This design comes from an exercise in tuning for small area, a short achievable clock period and few clock cycles on the open sky130 flow, not from production work. At most, simulation tests tie the RTL to the original design; equivalence was not proved. The RTL of run 2 was laid out without a check of its function. Power is estimated from default activity; no workload was simulated.

## flow/config.mk

```make
export PLATFORM = sky130hd
export DESIGN_NAME = fixed_partition_fit_allocator_unit
export DESIGN_NICKNAME = fixed_partition_fit_allocator_unit
export VERILOG_FILES = /design/flow/design.v
export SDC_FILE = /design/flow/constraint.sdc
export NUM_CORES = 4
export LEC_CHECK = 0
export CAP_MARGIN = 20
export CORE_MARGIN = 2
export CORE_UTILIZATION = 40
export PLACE_DENSITY = 0.6
export SETUP_SLACK_MARGIN = 1.9
export SLEW_MARGIN = 20
```

## flow/constraint.sdc

```tcl
create_clock -name core_clock -period 5.0 [get_ports {clock}]
set_input_delay 1.0000 -clock core_clock [delete_from_list [all_inputs] [get_ports {clock}]]
set_output_delay 1.0000 -clock core_clock [all_outputs]
set_load 0.01 [all_outputs]
```

## flow/design.v

```verilog
module fixed_partition_fit_allocator_unit (
   input  logic        clock,
   input  logic        reset,
   input  logic        csr_wr_en,
   input  logic [0:0]  csr_index,
   input  logic [4:0]  csr_wdata,
   input  logic        req_valid,
   output logic        req_stall,
   input  logic [20:0] req_payload,
   output logic        rsp_valid,
   input  logic        rsp_stall,
   output logic [20:0] rsp_payload
);
   localparam int N = 16;
   function automatic logic [1:0] cmp16(input logic [15:0] a, input logic [15:0] b);
      logic [15:0] g, e;
      g = a & ~b;
      e = ~(a ^ b);
      for (int st = 1; st < 16; st = st * 2)
         for (int k = 0; k < 16; k += 2 * st) begin
            g[k] = g[k+st] | (e[k+st] & g[k]);
            e[k] = e[k+st] & e[k];
         end
      cmp16 = {g[0], e[0]};
   endfunction
   function automatic logic [8:0] sub8(input logic [7:0] a, input logic [7:0] b);
      logic [7:0] g, t, gg, tt, ng, nt;
      g  = ~a & b;                          
      t  = ~a | b;                          
      gg = g;
      tt = t;
      for (int d = 1; d < 8; d = d * 2) begin
         ng = gg;
         nt = tt;
         for (int i = d; i < 8; i++) begin
            ng[i] = gg[i] | (tt[i] & gg[i-d]);
            nt[i] = tt[i] & tt[i-d];
         end
         gg = ng;
         tt = nt;
      end
      sub8[0] = a[0] ^ b[0];
      for (int i = 1; i < 8; i++) sub8[i] = a[i] ^ b[i] ^ gg[i-1];
      sub8[8] = gg[7];
   endfunction
   function automatic logic two16(input logic [15:0] x);
      logic [15:0] a, t;
      a = x;
      t = '0;
      for (int st = 1; st < 16; st = st * 2)
         for (int k = 0; k < 16; k += 2 * st) begin
            t[k] = t[k] | t[k+st] | (a[k] & a[k+st]);
            a[k] = a[k] | a[k+st];
         end
      two16 = t[0];
   endfunction
   logic            pol_next_q;
   logic            pol_bw_q;           
   logic            md_q;               
   logic [4:0]      count_q;
   logic [3:0]      ptr_q;              
   logic [N-1:0]    nf_a_q, nf_b_q, nf_e_q;
   logic [N-1:0]    used_q;
   logic [N-1:0]    fresh_q;
   logic [15:0]     size_q [N];
   logic            rf_act_q;
   logic            rf_is_q;            
   logic [15:0]     want_x_q, want_y_q;
   logic [15:0]     size3;              
   logic [2:0]      rf_ph_q;
   logic            need_q;
   logic            v1_q, fe1_q, rf1_q, op1_q;
   logic [N-1:0]    dec1_q;             
   logic [15:0]     w1_q;
   logic [N-1:0]    r1_q;               
   logic            v2_q, gr2_q;
   logic [N-1:0]    pick2_q;            
   logic [15:0]     b2_q;               
   logic            v3_q, gr3_q, bo3_q;
   logic [3:0]      idx3_q;
   logic [7:0]      lo3_q, hi3_q;
   logic freeze, accept, fe_issue, rf_issue;
   logic        in_op;
   logic [3:0]  in_idx;
   logic [15:0] in_w;
   assign in_op  = req_payload[20];
   assign in_idx = req_payload[19:16];
   assign in_w   = req_payload[15:0];
   assign freeze    = v3_q & rsp_stall;
   assign req_stall = freeze | rf_act_q | (req_valid & in_op & need_q);
   assign accept    = req_valid & ~req_stall & ~reset;
   logic [N-1:0] act;
   always_comb
      for (int i = 0; i < N; i++) act[i] = (count_q > 5'(i));
   logic         ld1;                   
   logic         s1_op;
   logic [3:0]   s1_idx;
   logic [15:0]  want;
   logic [1:0]   cr [N];
   logic [1:0]   fcr;
   logic [N-1:0] r1;
   assign ld1    = v1_q & ~op1_q;
   assign s1_op  = ~rf_act_q & in_op;
   assign s1_idx = rf_is_q ? idx3_q : rf_act_q ? lo_idx : in_idx;
   assign want   = (in_w & want_y_q) | want_x_q;
   assign fcr    = cmp16(w1_q, want);
   always_comb
      for (int i = 0; i < N; i++) begin
         logic ge_i, le_i, hi_i;
         cr[i] = (ld1 && dec1_q[i]) ? fcr : cmp16(size_q[i], want);
         ge_i  = cr[i][1] | cr[i][0];
         le_i  = ~cr[i][1];
         hi_i  = (4'(i) > s1_idx);
         r1[i] = s1_op ? (ge_i & act[i]) : ((hi_i ^ md_q) ? ge_i : le_i);
      end
   assign fe_issue = rf_act_q & (rf_ph_q == 3'd0) & ~v1_q & ~v2_q & ~v3_q & ~(&fresh_q);
   assign rf_issue = rf_is_q;
   logic rf_is_d;
   assign rf_is_d = req_valid & in_op & need_q & rf_act_q & (rf_ph_q == 3'd2);
   always_ff @(posedge clock) begin
      if (reset) begin
         v1_q  <= 1'b0;
         fe1_q <= 1'b0;
         rf1_q <= 1'b0;
      end else if (!freeze) begin
         v1_q  <= accept;
         fe1_q <= fe_issue;
         rf1_q <= rf_issue;
      end
   end
   always_ff @(posedge clock)
      if (!freeze) begin
         op1_q  <= s1_op;
         for (int i = 0; i < N; i++) dec1_q[i] <= (s1_idx == 4'(i));
         w1_q   <= want;
         r1_q   <= r1;
      end
   logic [N-1:0] upd2, ld2;
   logic         do_req2;
   assign do_req2 = v1_q & op1_q & ~freeze;
   always_comb
      for (int i = 0; i < N; i++) begin
         upd2[i] = (ld1 | rf1_q) & dec1_q[i];
         ld2[i]  = ld1 & dec1_q[i];
      end
   always_ff @(posedge clock)
      for (int i = 0; i < N; i++)
         if (ld2[i] && !freeze) size_q[i] <= w1_q;
   logic [N-1:0] ord [N];
   for (genvar i = 0; i < N; i++) begin : g_row
      for (genvar j = i + 1; j < N; j++) begin : g_col
         always_ff @(posedge clock) begin
            if (upd2[i])      ord[i][j] <= r1_q[j];
            else if (upd2[j]) ord[i][j] <= r1_q[i];
         end
      end
   end
   logic [N-1:0] fit;
   logic [N-1:0] beats [N];
   logic [N-1:0] win;
   logic         any_fit;
   assign fit     = r1_q & ~used_q;
   assign any_fit = |fit;
   always_comb begin
      for (int i = 0; i < N; i++) beats[i] = '0;
      for (int i = 0; i < N; i++)
         for (int j = i + 1; j < N; j++) begin
            beats[i][j] = nf_a_q[i] | nf_b_q[j] | (ord[i][j] & nf_e_q[i]);
            beats[j][i] = ~beats[i][j];
         end
      for (int i = 0; i < N; i++) begin
         win[i] = fit[i];
         for (int j = 0; j < N; j++)
            if (j != i) win[i] = win[i] & (~fit[j] | beats[i][j]);
      end
   end
   logic [N-1:0] win_ge, fit_at, p_at, p_all;
   logic [3:0]   win_idx;
   always_comb begin
      fit_at = fit & nf_a_q;
      p_at   = fit_at;
      p_all  = fit;
      for (int d = 1; d < N; d = d * 2)
         for (int i = N - 1; i >= d; i--) begin
            p_at[i]  = p_at[i]  | p_at[i-d];
            p_all[i] = p_all[i] | p_all[i-d];
         end
      win_ge = p_at[N-1] ? p_at : p_all;
      win_idx = '0;
      for (int i = 0; i < N; i++)
         if (win[i]) win_idx = win_idx | 4'(i);
   end
   always_ff @(posedge clock) begin
      if (reset) used_q <= '0;
      else used_q <= (used_q | (win & {N{do_req2}})) & ~ld2;
   end
   logic [N-1:0] start_therm;
   logic [1:0]   new_pol;
   logic [4:0]   new_count;
   logic         csr_we;
   logic         nf_upd;
   assign csr_we = csr_wr_en & ~reset;
   assign nf_upd = do_req2 & pol_next_q & any_fit;
   always_comb begin
      for (int i = 0; i < N; i++) start_therm[i] = (4'(i) >= ptr_q);
      new_pol   = (csr_index == 1'b0) ? csr_wdata[1:0]
                : {pol_next_q | (pol_bw_q & md_q), pol_bw_q};
      new_count = (csr_index == 1'b1) ? csr_wdata : count_q;
   end
   always_ff @(posedge clock) begin
      if (reset) begin
         pol_next_q <= 1'b0;
         pol_bw_q   <= 1'b0;
         count_q    <= 5'd16;
      end else if (csr_we) begin
         pol_next_q <= (new_pol == 2'd2);
         pol_bw_q   <= new_pol[0];
         count_q    <= new_count;
      end
   end
   logic         csr_d_q;
   logic [N-1:0] s_new;
   logic         nf_new;
   assign s_new  = (pol_next_q && ({1'b0, ptr_q} < count_q)) ? start_therm : '1;
   assign nf_new = ~pol_bw_q;
   always_ff @(posedge clock) begin
      if (reset) csr_d_q <= 1'b0;
      else csr_d_q <= csr_we;
   end
   always_ff @(posedge clock) begin
      if (reset) begin
         ptr_q  <= 4'd0;
         nf_a_q <= '1;
         nf_b_q <= '0;
         nf_e_q <= '1;
      end else if (csr_d_q) begin
         nf_a_q <= {N{nf_new}} & s_new;
         nf_b_q <= {N{nf_new}} & ~s_new;
         nf_e_q <= {N{~nf_new}} | s_new;
      end else if (nf_upd) begin
         ptr_q  <= win_idx;
         nf_a_q <= win_ge;
         nf_b_q <= ~win_ge;
         nf_e_q <= win_ge;
      end
   end
   always_ff @(posedge clock) begin
      if (reset) begin
         md_q    <= 1'b0;
         fresh_q <= '0;
      end else if (csr_we && new_pol[0] && (new_pol[1] != md_q)) begin
         md_q    <= new_pol[1];
         fresh_q <= '0;
      end else begin
         fresh_q <= fresh_q | upd2;
      end
   end
   logic [N-1:0] stale, stale_lo;
   logic         two_nx, below;
   logic [3:0]   lo_idx;
   always_comb begin
      stale = ~fresh_q;
      below = 1'b0;
      for (int i = 0; i < N; i++) begin
         stale_lo[i] = stale[i] & ~below;
         below       = below | stale[i];
      end
      two_nx = two16(~(fresh_q | upd2));
      lo_idx = '0;
      for (int i = 0; i < N; i++)
         if (stale_lo[i]) lo_idx = lo_idx | 4'(i);
   end
   always_ff @(posedge clock) begin
      if (reset) begin
         rf_act_q <= 1'b0;
         rf_is_q  <= 1'b0;
         want_x_q <= '0;
         want_y_q <= '1;
         rf_ph_q  <= 3'd0;
         need_q   <= 1'b0;
      end else begin
         need_q   <= (csr_we ? new_pol[0] : pol_bw_q)
                     & (two_nx | (csr_we & new_pol[0] & (new_pol[1] != md_q)));
         rf_act_q <= req_valid & in_op & need_q;
         rf_is_q  <= rf_is_d;
         want_x_q <= {16{rf_is_d}} & size3;
         want_y_q <= {16{~rf_is_d}} | size3;
         if (!rf_act_q || rf_ph_q == 3'd4) rf_ph_q <= 3'd0;
         else if (rf_ph_q != 3'd0 || fe_issue) rf_ph_q <= rf_ph_q + 3'd1;
      end
   end
   always_ff @(posedge clock) begin
      if (reset) v2_q <= 1'b0;
      else if (!freeze) v2_q <= v1_q;
   end
   always_ff @(posedge clock)
      if (!freeze) begin
         gr2_q   <= ~op1_q | any_fit;
         pick2_q <= op1_q ? win : dec1_q;
         b2_q    <= (op1_q & any_fit) ? w1_q : 16'd0;
      end
   logic [3:0]  idx3;
   always_comb begin
      idx3  = '0;
      size3 = '0;
      for (int i = 0; i < N; i++) begin
         if (pick2_q[i]) idx3 = idx3 | 4'(i);
         size3 = size3 | (size_q[i] & {16{pick2_q[i]}});
      end
   end
   always_ff @(posedge clock) begin
      if (reset) v3_q <= 1'b0;
      else if (!freeze) v3_q <= v2_q;
   end
   logic [8:0] lo3, hi3;
   assign lo3 = sub8(size3[7:0], b2_q[7:0]);
   assign hi3 = sub8(size3[15:8], b2_q[15:8]);
   always_ff @(posedge clock)
      if (!freeze) begin
         gr3_q  <= gr2_q;
         idx3_q <= idx3;
         lo3_q  <= lo3[7:0];
         bo3_q  <= lo3[8];
         hi3_q  <= hi3[7:0];
      end
   logic [8:0] hi4;
   assign hi4 = sub8(hi3_q, {7'd0, bo3_q});
   assign rsp_valid   = v3_q;
   assign rsp_payload = {gr3_q, idx3_q, hi4[7:0], lo3_q};
endmodule
```

## flow/flow/run.sh

```bash
#!/bin/bash
# Layout flow: the standard flow (standard.sh) with two changes:
#  - synthesis leaves adders and comparators to ABC instead of mapping them
#    onto full- and half-adder cells (ADDER_MAP_FILE empty skips extract_fa),
#  - port buffers are buf_4 cells instead of the default delay buffers.
# Everything else, including the registers, is the standard flow's.
set -o pipefail
cp standard.sh standard_sh.txt
export ADDER_MAP_FILE=
export BUFFER_PORTS_ARGS="-buffer_cell sky130_fd_sc_hd__buf_4"
bash standard.sh > standard.log 2>&1
status=$?
echo "standard.sh exit $status"
exit $status
```

## flow/standard.sh

```bash
#!/bin/bash
# synth_recipe.tcl (not shown) runs the flow's synth.tcl, then flattens the netlist and writes it again
# the make line also repeats each setting of config.mk as NAME=value (left out here)
make -C /OpenROAD-flow-scripts/flow DESIGN_CONFIG=/design/flow/config.mk WORK_HOME=/design/flow/orfs CLKGATE_MAP_FILE= SYNTH_SCRIPT=/design/flow/synth_recipe.tcl "${@:-finish}"
```

==> results of run 1 <==
[layout by cell type, fill, tap and decap left out, types with 43 or more instances in the layout]
| cell | instances |
|---|---|
| buf_4 | 282 |
| and3_1 | 43 |
| a31oi_1 | 55 |
| inv_1 | 51 |
| a21o_1 | 117 |
| a22oi_1 | 110 |
| a21oi_1 | 178 |
| and2_1 | 49 |
| nor2_1 | 231 |
| clkbuf_16 | 77 |
| a22o_1 | 47 |
| nor3_1 | 74 |
| o21ai_0 | 93 |
| o22ai_1 | 71 |
| dfxtp_1 | 124 |
| nand3_1 | 58 |
| nand4_1 | 49 |
| a211oi_1 | 124 |
| edfxtp_1 | 480 |
| xnor2_1 | 226 |
| nor4_1 | 56 |
| nand2_1 | 343 |
[what timing repair did]
item | CTS | global route
gates resized for setup | 73 | 118
pin swaps | 16 | 38
endpoints found under the setup margin | 81 | 58
setup buffers | 70 | 49
cloned | 5 | 1
[layout make-up]
| cell class | instances | share of cell area |
|---|---|---|
| multi-input combinational | 2508 | 0.413 |
| clock buffer | 89 | 0.0483 |
| inverter | 65 | 0.00659 |
| tap | 1144 | 0.0349 |
| sequential | 613 | 0.417 |
| timing repair buffer | 327 | 0.0688 |
| clock inverter | 46 | 0.0114 |
[logic make-up after synthesis]
kind of cell    Yosys count  synth area share
compound gates         1092             0.225
xor+xnor                256            0.0647
fa+ha+maj                46            0.0137
buf+inv                 355            0.0443
flops                   613             0.492
mux                      30           0.00931
simple gates           1080             0.151
[worst paths after layout]
check | end | cells past startpoint | slack [ps] | from
max | bo3_q | 11 | 1810 | pick2_q[5]
min | gr3_q | 0 | 420 | gr2_q
max reg2reg | bo3_q | 11 | 1810 | pick2_q[5]
min reg2reg | gr3_q | 0 | 420 | gr2_q
[worst max-delay path: stages (launching register included)]
cell      delay, ps
edfxtp_1        470
buf_12          190
a22o_1          210
a221oi_1        260
and4_4          330
nand3_2         120
a31oi_4         340
maj3_2          310
o221ai_2        120
a31oi_2         260
maj3_2          220
buf_6           180
[layer usage]
metal  GRT usage  share of wire  wire (um)
met3      0.0806           0.12      18900
met4       0.205          0.073      11400
met5           0        0.00011         17
met2       0.503           0.43      66600
met1       0.447           0.38      59700
[synthesized netlist by cell type, types with 54 or more instances]
| cell | instances |
|---|---|
| edfxtp_1 | 480 |
| nand2_1 | 351 |
| nor2_1 | 240 |
| xnor2_1 | 228 |
| a21oi_1 | 184 |
| clkbuf_1 | 167 |
| a211oi_1 | 137 |
| dfxtp_1 | 133 |
| a21o_1 | 118 |
| a22oi_1 | 110 |
| o21ai_0 | 95 |
| buf_2 | 88 |
| nor3_1 | 78 |
| o22ai_1 | 71 |
| nor4_1 | 67 |
| nand3_1 | 60 |
| a31oi_1 | 59 |
| inv_1 | 54 |
[power groups by stage]
stage	clock network, W	registers, W	logic [W]
floorplan	0	0.00600	0.00141
global placement	0	0.00617	0.00224
detailed placement	0	0.00617	0.00223
CTS	0.00555	0.00603	0.00242
global route	0.00576	0.00604	0.00273
finish	0.00553	0.00603	0.00262
[metrics by stage]
step | cell area [um2] | std cells | total power, W | worst slack (ps)
floorplan | 34800 | 3472 | 0.00741 | 1780
global placement | 36600 | 4532 | 0.00841 | 640
detailed placement | 36600 | 4532 | 0.00840 | 631
CTS | 40100 | 4742 | 0.0140 | 1710
global route | 41000 | 4792 | 0.0145 | 1750
finish | 41000 | 4792 | 0.0142 | 1810
[state kept, by name, summed over array words and instances, names as in the netlist, 16 cells and up]
name,cells
b2_q,16
dec1_q,16
fresh_q,16
nf_a_q,16
ord,120
pick2_q,16
r1_q,16
size_q,256
used_q,16
w1_q,16
want_x_q,16
want_y_q,16
==> flow_summary_export.csv, run 1 <==
group,metric,value,unit
route,via_count,31900,
floorplan,die_width,298,um
logic_synthesis,yosysTopAreaCell,"edfxtp_1",
job,cap_viol_max_count,0,
floorplan,die_height,298,um
floorplan,ios,55,
power_and_ir_drop,p_int,0.00998,W
power_and_ir_drop,pwr-share-seq,0.425,
global_route,antenna_found_initial,2,
floorplan,start_util,0.405,
clock_tree,cts_tree,"yes",
route,avgRoutedWirePerCell,32.7,um
global_route,grt_max_degree,50,
timing,rsz0062_at_grt,"yes",
cells_and_area,seq_area,17100,um2
logic_synthesis,synth.area.top_cells,"edfxtp_1 (42%), dfxtp_1 (7.7%), xnor2_1 (5.8%)",
cells_and_area,fillers,7895,
clock_tree,cts_root_buffer,"clkbuf_16",
logic_synthesis,synth_warnings,5,
timing,slew_violations,0,
power_and_ir_drop,p_leak,15.0,nW
timing,setup_violations,0,
timing,period_minus_slack,3190,ps
logic_synthesis,yosysSeqAreaShare,0.492,
timing,slew_headroom,0.344,
timing,fin_tns_setup,0,ps
floorplan,core_area,85500,um2
setup_path,crit_path_start_kind,"flip-flop",
placement,place_congestion,1.06,
route,drcViolationCount,0,
logic_synthesis,syn_avg_cell_area,9.99,um2
timing,min_period_over_period,0.639,
timing,finalHoldViolCount,0,
setup_path,crit_path_max_fanout,4,
cells_and_area,fin_nets,3620,
clock_tree,clock_sinks,613,
cells_and_area,syn_to_final_growth,18.2,%
global_route,track_usage,0.338,
cells_and_area,multi_input_area,16900,um2
logic_synthesis,synthArstFlopShare,0,
cells_and_area,layout-drive-gt1-share,0.177,
logic_synthesis,ys_ff_latch,613,
clock_tree,hold_buffers,0,
floorplan,row_count,107,
power_and_ir_drop,switching_power,0.00421,W
run_status,status,"finished clean",
placement,dp_hpwl,110000,um
timing,hold_slack,418,ps
logic_synthesis,synth-edff-count,480,
timing,clock_skew,42.5,ps
route,first_pass_iters,6,
route,drtAntennaViolNets,0,
clock_tree,path_clk_slew,60,ps
placement,port-buffer-count,54,
logic_synthesis,yosysUniqueCellTypes,96,
clock_tree,clkLatencyLatePin,660,ps
cells_and_area,post-route-util,0.479,
power_and_ir_drop,combPwrFrac,0.185,
setup_path,worstPathRequired,5480,ps
setup_path,path_class,"reg2reg",
cells_and_area,antenna_cells,0,
route,wirelength,157000,um
timing,fmax,313,MHz
logic_synthesis,synth.net_count,3504,
route,vias_per_cell,6.67,
power_and_ir_drop,ir_worst_vdd,0.285,mV
setup_path,crit_arrival,3670,ps
logic_synthesis,synth_area,34700,um2
power_and_ir_drop,p_clk_frac,0.390,
global_route,overflow,0,
setup_path,cp-end-kind,"flip-flop",
logic_synthesis,synth_top_area_share,0.416,
clock_tree,h-tree-depth,3,
floorplan,die_area,89100,um2
clock_tree,cts_made_buffers,73,
power_and_ir_drop,swShare,0.297,
min_path,hp-class,"reg2reg",
timing,worstMarginPinSlew,982,ps
logic_synthesis,synth_cells,3472,
global_route,grt_pass1_vias,29400,
route,drt_iter0_markers,4841,
global_route,grt_pass1_wl,219000,um
clock_tree,cts.path.max_buffers,3,
power_and_ir_drop,power_density,346,nW/um2
logic_synthesis,ys.flop_type,"edfxtp_1",
Testbench counts, summed over its fixed seeds: cycles 5,056.
==> inputs of run 2 (changes only) <==
--- a/flow/design.v
+++ b/flow/design.v
@@ -23,25 +23,25 @@
          end
       cmp16 = {g[0], e[0]};
    endfunction
-   function automatic logic [8:0] sub8(input logic [7:0] a, input logic [7:0] b);
-      logic [7:0] g, t, gg, tt, ng, nt;
-      g  = ~a & b;                          
-      t  = ~a | b;                          
+   function automatic logic [15:0] sub16(input logic [15:0] a, input logic [15:0] b);
+      logic [15:0] p, g, gg, pp, ng, np;
+      p  = a ^ ~b;
+      g  = a & ~b;
       gg = g;
-      tt = t;
-      for (int d = 1; d < 8; d = d * 2) begin
+      pp = p;
+      gg[0] = g[0] | p[0];                  
+      for (int d = 1; d < 16; d = d * 2) begin
          ng = gg;
-         nt = tt;
-         for (int i = d; i < 8; i++) begin
-            ng[i] = gg[i] | (tt[i] & gg[i-d]);
-            nt[i] = tt[i] & tt[i-d];
+         np = pp;
+         for (int i = d; i < 16; i++) begin
+            ng[i] = gg[i] | (pp[i] & gg[i-d]);
+            np[i] = pp[i] & pp[i-d];
          end
          gg = ng;
-         tt = nt;
+         pp = np;
       end
-      sub8[0] = a[0] ^ b[0];
-      for (int i = 1; i < 8; i++) sub8[i] = a[i] ^ b[i] ^ gg[i-1];
-      sub8[8] = gg[7];
+      sub16[0] = ~p[0];
+      for (int i = 1; i < 16; i++) sub16[i] = p[i] ^ gg[i-1];
    endfunction
    function automatic logic two16(input logic [15:0] x);
       logic [15:0] a, t;
@@ -64,21 +64,17 @@
    logic [N-1:0]    fresh_q;
    logic [15:0]     size_q [N];
    logic            rf_act_q;
-   logic            rf_is_q;            
-   logic [15:0]     want_x_q, want_y_q;
-   logic [15:0]     size3;              
    logic [2:0]      rf_ph_q;
    logic            need_q;
    logic            v1_q, fe1_q, rf1_q, op1_q;
-   logic [N-1:0]    dec1_q;             
+   logic [3:0]      idx1_q;
    logic [15:0]     w1_q;
    logic [N-1:0]    r1_q;               
    logic            v2_q, gr2_q;
    logic [N-1:0]    pick2_q;            
    logic [15:0]     b2_q;               
-   logic            v3_q, gr3_q, bo3_q;
-   logic [3:0]      idx3_q;
-   logic [7:0]      lo3_q, hi3_q;
+   logic            rsp_valid_q;
+   logic [20:0]     rsp_q;
    logic freeze, accept, fe_issue, rf_issue;
    logic        in_op;
    logic [3:0]  in_idx;
@@ -86,7 +82,7 @@
    assign in_op  = req_payload[20];
    assign in_idx = req_payload[19:16];
    assign in_w   = req_payload[15:0];
-   assign freeze    = v3_q & rsp_stall;
+   assign freeze    = rsp_valid_q & rsp_stall;
    assign req_stall = freeze | rf_act_q | (req_valid & in_op & need_q);
    assign accept    = req_valid & ~req_stall & ~reset;
    logic [N-1:0] act;
@@ -101,22 +97,20 @@
    logic [N-1:0] r1;
    assign ld1    = v1_q & ~op1_q;
    assign s1_op  = ~rf_act_q & in_op;
-   assign s1_idx = rf_is_q ? idx3_q : rf_act_q ? lo_idx : in_idx;
-   assign want   = (in_w & want_y_q) | want_x_q;
+   assign s1_idx = rf_act_q ? ((rf_ph_q == 3'd3) ? rsp_q[19:16] : lo_idx) : in_idx;
+   assign want   = rf_act_q ? rsp_q[15:0] : in_w;
    assign fcr    = cmp16(w1_q, want);
    always_comb
       for (int i = 0; i < N; i++) begin
          logic ge_i, le_i, hi_i;
-         cr[i] = (ld1 && dec1_q[i]) ? fcr : cmp16(size_q[i], want);
+         cr[i] = (ld1 && idx1_q == 4'(i)) ? fcr : cmp16(size_q[i], want);
          ge_i  = cr[i][1] | cr[i][0];
          le_i  = ~cr[i][1];
          hi_i  = (4'(i) > s1_idx);
          r1[i] = s1_op ? (ge_i & act[i]) : ((hi_i ^ md_q) ? ge_i : le_i);
       end
-   assign fe_issue = rf_act_q & (rf_ph_q == 3'd0) & ~v1_q & ~v2_q & ~v3_q & ~(&fresh_q);
-   assign rf_issue = rf_is_q;
-   logic rf_is_d;
-   assign rf_is_d = req_valid & in_op & need_q & rf_act_q & (rf_ph_q == 3'd2);
+   assign fe_issue = rf_act_q & (rf_ph_q == 3'd0) & ~v1_q & ~v2_q & ~rsp_valid_q & ~(&fresh_q);
+   assign rf_issue = rf_act_q & (rf_ph_q == 3'd3);
    always_ff @(posedge clock) begin
       if (reset) begin
          v1_q  <= 1'b0;
@@ -131,17 +125,18 @@
    always_ff @(posedge clock)
       if (!freeze) begin
          op1_q  <= s1_op;
-         for (int i = 0; i < N; i++) dec1_q[i] <= (s1_idx == 4'(i));
+         idx1_q <= s1_idx;
          w1_q   <= want;
          r1_q   <= r1;
       end
-   logic [N-1:0] upd2, ld2;
+   logic [N-1:0] dec1, upd2, ld2;
    logic         do_req2;
    assign do_req2 = v1_q & op1_q & ~freeze;
    always_comb
       for (int i = 0; i < N; i++) begin
-         upd2[i] = (ld1 | rf1_q) & dec1_q[i];
-         ld2[i]  = ld1 & dec1_q[i];
+         dec1[i] = (idx1_q == 4'(i));
+         upd2[i] = (ld1 | rf1_q) & dec1[i];
+         ld2[i]  = ld1 & dec1[i];
       end
    always_ff @(posedge clock)
       for (int i = 0; i < N; i++)
@@ -218,22 +213,17 @@
          count_q    <= new_count;
       end
    end
-   logic         csr_d_q;
    logic [N-1:0] s_new;
    logic         nf_new;
-   assign s_new  = (pol_next_q && ({1'b0, ptr_q} < count_q)) ? start_therm : '1;
-   assign nf_new = ~pol_bw_q;
-   always_ff @(posedge clock) begin
-      if (reset) csr_d_q <= 1'b0;
-      else csr_d_q <= csr_we;
-   end
+   assign s_new  = ((new_pol == 2'd2) && ({1'b0, ptr_q} < new_count)) ? start_therm : '1;
+   assign nf_new = ~new_pol[0];
    always_ff @(posedge clock) begin
       if (reset) begin
          ptr_q  <= 4'd0;
          nf_a_q <= '1;
          nf_b_q <= '0;
          nf_e_q <= '1;
-      end else if (csr_d_q) begin
+      end else if (csr_we) begin
          nf_a_q <= {N{nf_new}} & s_new;
          nf_b_q <= {N{nf_new}} & ~s_new;
          nf_e_q <= {N{~nf_new}} | s_new;
@@ -273,18 +263,12 @@
    always_ff @(posedge clock) begin
       if (reset) begin
          rf_act_q <= 1'b0;
-         rf_is_q  <= 1'b0;
-         want_x_q <= '0;
-         want_y_q <= '1;
          rf_ph_q  <= 3'd0;
          need_q   <= 1'b0;
       end else begin
          need_q   <= (csr_we ? new_pol[0] : pol_bw_q)
                      & (two_nx | (csr_we & new_pol[0] & (new_pol[1] != md_q)));
          rf_act_q <= req_valid & in_op & need_q;
-         rf_is_q  <= rf_is_d;
-         want_x_q <= {16{rf_is_d}} & size3;
-         want_y_q <= {16{~rf_is_d}} | size3;
          if (!rf_act_q || rf_ph_q == 3'd4) rf_ph_q <= 3'd0;
          else if (rf_ph_q != 3'd0 || fe_issue) rf_ph_q <= rf_ph_q + 3'd1;
       end
@@ -296,10 +280,11 @@
    always_ff @(posedge clock)
       if (!freeze) begin
          gr2_q   <= ~op1_q | any_fit;
-         pick2_q <= op1_q ? win : dec1_q;
+         pick2_q <= op1_q ? win : dec1;
          b2_q    <= (op1_q & any_fit) ? w1_q : 16'd0;
       end
    logic [3:0]  idx3;
+   logic [15:0] size3;
    always_comb begin
       idx3  = '0;
       size3 = '0;
@@ -309,22 +294,11 @@
       end
    end
    always_ff @(posedge clock) begin
-      if (reset) v3_q <= 1'b0;
-      else if (!freeze) v3_q <= v2_q;
+      if (reset) rsp_valid_q <= 1'b0;
+      else if (!freeze) rsp_valid_q <= v2_q;
    end
-   logic [8:0] lo3, hi3;
-   assign lo3 = sub8(size3[7:0], b2_q[7:0]);
-   assign hi3 = sub8(size3[15:8], b2_q[15:8]);
    always_ff @(posedge clock)
-      if (!freeze) begin
-         gr3_q  <= gr2_q;
-         idx3_q <= idx3;
-         lo3_q  <= lo3[7:0];
-         bo3_q  <= lo3[8];
-         hi3_q  <= hi3[7:0];
-      end
-   logic [8:0] hi4;
-   assign hi4 = sub8(hi3_q, {7'd0, bo3_q});
-   assign rsp_valid   = v3_q;
-   assign rsp_payload = {gr3_q, idx3_q, hi4[7:0], lo3_q};
+      if (!freeze) rsp_q <= {gr2_q, idx3, sub16(size3, b2_q)};
+   assign rsp_valid   = rsp_valid_q;
+   assign rsp_payload = rsp_q;
 endmodule
--- a/flow/config.mk
+++ b/flow/config.mk
@@ -9,5 +9,5 @@
 export CORE_MARGIN = 2
 export CORE_UTILIZATION = 40
 export PLACE_DENSITY = 0.6
-export SETUP_SLACK_MARGIN = 1.9
+export SETUP_SLACK_MARGIN = 1.5
 export SLEW_MARGIN = 20
==> flow_summary_export.csv, run 2 <==
group,metric,value,unit
timing,hold_slack,440,ps
timing,fmax,266,MHz
floorplan,row_count,105,
cells_and_area,final_cell_mix,"edfxtp_1 (467), nand2_1 (374), buf_4 (318)",
floorplan,start_util,0.403,
power_and_ir_drop,pwr-share-seq,0.414,
global_route,grt_pass1_wl,216000,um
global_route,gr-usage-met2,0.488,
global_route,antenna_found_initial,7,
floorplan,die_width,291,um
cells_and_area,largest_reg_flops,256,
global_route,track_usage,0.356,
logic_synthesis,syn_avg_cell_area,9.89,um2
cells_and_area,syn_to_final_growth,21.2,%
clock_tree,clock_sinks,566,
logic_synthesis,synthArstFlopShare,0,
logic_synthesis,yosysUniqueCellTypes,90,
logic_synthesis,ys.flop_type,"edfxtp_1",
global_route,use_met1,0.518,
logic_synthesis,ys_ff_latch,566,
clock_tree,cts.path.max_buffers,3,
logic_synthesis,yosys-top-cells-count,"edfxtp_1 (467), nand2_1 (376), nor2_1 (284)",
placement,dp_hpwl,114000,um
cells_and_area,top_register,"size_q",
logic_synthesis,synth_area,33000,um2
timing,setup_violations,0,
placement,port-buffer-count,54,
clock_tree,h-tree-depth,3,
clock_tree,path_clk_slew,70,ps
job,cap_viol_max_count,0,
timing,clock_skew,23.4,ps
clock_tree,cts_made_buffers,67,
clock_tree,clkLatencyLatePin,630,ps
logic_synthesis,synth.area.top_cells,"edfxtp_1 (43%), dfxtp_1 (6.0%), xnor2_1 (4.9%)",
timing,fin_tns_setup,0,ps
timing,slew_headroom,0.179,
timing,min_period_over_period,0.751,
setup_path,crit_path_max_fanout,5,
route,avgRoutedWirePerCell,33.6,um
placement,place_area,35100,um2
power_and_ir_drop,switching_power,0.00435,W
setup_path,path_class,"reg2reg",
route,drcViolationCount,0,
placement,place_congestion,1.07,
power_and_ir_drop,p_int,0.00954,W
cells_and_area,final_common_cell,"edfxtp_1",
cells_and_area,seq_area,16000,um2
setup_path,cp_cell_sequence,"buf_8 > a22o_1 > a221oi_1 > and4_4 > xor2_4 > nand4_1 > a311oi_2 > buf_4 > o31ai_4 > and2_4 > o221a_1 > or4b_1 > o211ai_1",
cells_and_area,multi_input_area,16900,um2
logic_synthesis,synth_cells,3334,
cells_and_area,design_area,40000,um2
route,drtAntennaViolNets,0,
global_route,overflow,0,
clock_tree,cts_root_buffer,"clkbuf_16",
cells_and_area,fin_nets,3557,
clock_tree,cts_tree,"yes",
power_and_ir_drop,power_density,347,nW/um2
cells_and_area,layout-drive-gt1-share,0.205,
timing,period_minus_slack,3750,ps
power_and_ir_drop,ir_worst_vdd,0.309,mV
floorplan,die_area,84800,um2
run_status,status,"finished clean",
min_path,hp-class,"reg2reg",
global_route,use_met3,0.117,
timing,rsz0062_at_grt,"yes",
route,wirelength,156000,um
setup_path,crit_path_start_kind,"flip-flop",
timing,finalHoldViolCount,0,
power_and_ir_drop,p_clk_frac,0.363,
power_and_ir_drop,total_power,0.0139,W
route,via_count,31100,
global_route,top_usage_layer,"met1",
logic_synthesis,yosysTopAreaCell,"edfxtp_1",
floorplan,die_height,291,um
route,first_pass_iters,8,
setup_path,cp_slowest_cell,"or4b_1",
route,drt_iter0_markers,5217,
setup_path,worstPathRequired,5460,ps
power_and_ir_drop,p_leak,14.9,nW
cells_and_area,fillers,7557,
setup_path,max_stage_delay,520,ps
placement,dp_cells,4354,
cells_and_area,reg_top3,"size_q: 256 flops, ord: 120 flops, rsp_q: 21 flops",
logic_synthesis,synth.net_count,3366,
logic_synthesis,synth.most_common_cell,"edfxtp_1",
route,vias_per_cell,6.70,
timing,worstMarginPinSlew,1230,ps
global_route,grt_max_degree,64,
logic_synthesis,synth-edff-count,467,
global_route,grt_pass1_vias,28300,
cells_and_area,stdcell_count,4648,
power_and_ir_drop,combPwrFrac,0.223,
logic_synthesis,yosysSeqAreaShare,0.485,
power_and_ir_drop,swShare,0.313,
logic_synthesis,synth_warnings,5,
setup_path,crit_arrival,4220,ps
floorplan,core_area,81800,um2
setup_path,cp-end-kind,"flip-flop",
logic_synthesis,synth_top_area_share,0.425,
floorplan,ios,55,
timing,slew_violations,0,
==> run 2: power by group through the flow <==
stage | registers [W] | clock network, W | logic (W)
floorplan | 0.00565 | 0 | 0.00159
global placement | 0.00587 | 0 | 0.00251
detailed placement | 0.00586 | 0 | 0.00249
CTS | 0.00575 | 0.00507 | 0.00275
global route | 0.00575 | 0.00526 | 0.00322
finish | 0.00575 | 0.00505 | 0.00309
==> run 2: logic make-up (layout without fill, tap and decap cells) <==
kind of cell / count (synthesis) / in the layout / share of synthesized area
other: 0 / 2 / 0
AND/OR/NAND/NOR: 1081 / 1081 / 0.154
buffers and inverters: 319 / 556 / 0.0417
multiplexers: 44 / 49 / 0.0140
AO/OA/AOI/OAI: 1027 / 1027 / 0.222
adder cells (fa/ha/maj): 72 / 72 / 0.0220
flip-flops: 566 / 566 / 0.485
XOR/XNOR: 225 / 225 / 0.0602
==> run 2: area by class of cell <==
| type | instances | area share |
|---|---|---|
| Inverter | 59 | 0.00604 |
| Timing Repair Buffer | 377 | 0.0813 |
| Clock buffer | 83 | 0.0445 |
| Clock inverter | 37 | 0.0107 |
| Multi-Input combinational cell | 2454 | 0.423 |
| Antenna cell | 2 | 0.000125 |
| Tap cell | 1070 | 0.0335 |
| Sequential cell | 566 | 0.401 |
==> run 2: worst max-delay path: cells and delay by family (launching register included) <==
family	cells	cell delay, ps
AOI/OAI and AO/OA	6	1170
xor gates and xnor gates	1	170
buffers and inverters	2	430
DFF	1	500
and+or+nand+nor	4	1310
==> run 2: final timing paths <==
| path | depth (start not counted) | start | slack (ps) | endpoint |
|---|---|---|---|---|
| worst min register to register | 0 | gr2_q | 440 | rsp_q[20] |
| worst max register to register | 13 | pick2_q[13] | 1250 | rsp_q[15] |
| worst max-delay path | 13 | pick2_q[13] | 1250 | rsp_q[15] |
| worst min-delay path | 0 | gr2_q | 440 | rsp_q[20] |
==> run 2: per-layer routing <==
metal / routed length, um / up-vias
li1: - / 13100
met1: 63700 / 15300
met2: 61500 / 2401
met3: 23800 / 387
met4: 7260 / 10
met5: 64 / -
==> run 2: metrics by stage <==
step	utilization	setup WS, ps
3_3_place_gp	0.429	409
2_1_floorplan	-	1280
5_1_grt	0.488	1180
3_5_place_dp	0.429	339
4_1_cts	0.472	1330
6_report	0.488	1250
==> run 2: what timing repair did <==
item,CTS,global route
setup endpoints to repair,31,52
cloned,7,1
endpoints found under the hold margin,0,0
resized for setup,118,149
pin swaps,35,71
setup buffers,84,80
hold buffers,0,0

==> what the ideal ports hide <==
How much do the figures lean on ideal ports? The routed layouts below were timed once more, with nothing changed but the port constraints. Step 1, drivers: a clkbuf_16 drives clock and a buf_2 each remaining input, both assumed. Step 2 adds t to the input delays and takes it off the output delays; t is the mean of the earliest and latest rising clock arrival at the registers after step 1. Input paths then give back, and output paths get back, about the clock's delay inside the block. Slacks: ideal / step 1 / step 2; pairs: ideal / step 1.
run	t (ns)	slack for setup (ns)	hold WS [ns]	slew at the worst register clock pin (ns)
run 1	0.706	1.806 / 1.794 / 1.251	0.418 / 0.418 / 0.418	0.07 / 0.07
run 2	0.689	1.246 / 1.246 / 1.024	0.440 / 0.440 / 0.440	0.07 / 0.07
After both steps every run listed still meets setup and hold. For run 1, which loses most, drivers alone change the setup slack by -0.012 ns; drivers and shift together by -0.555 ns.
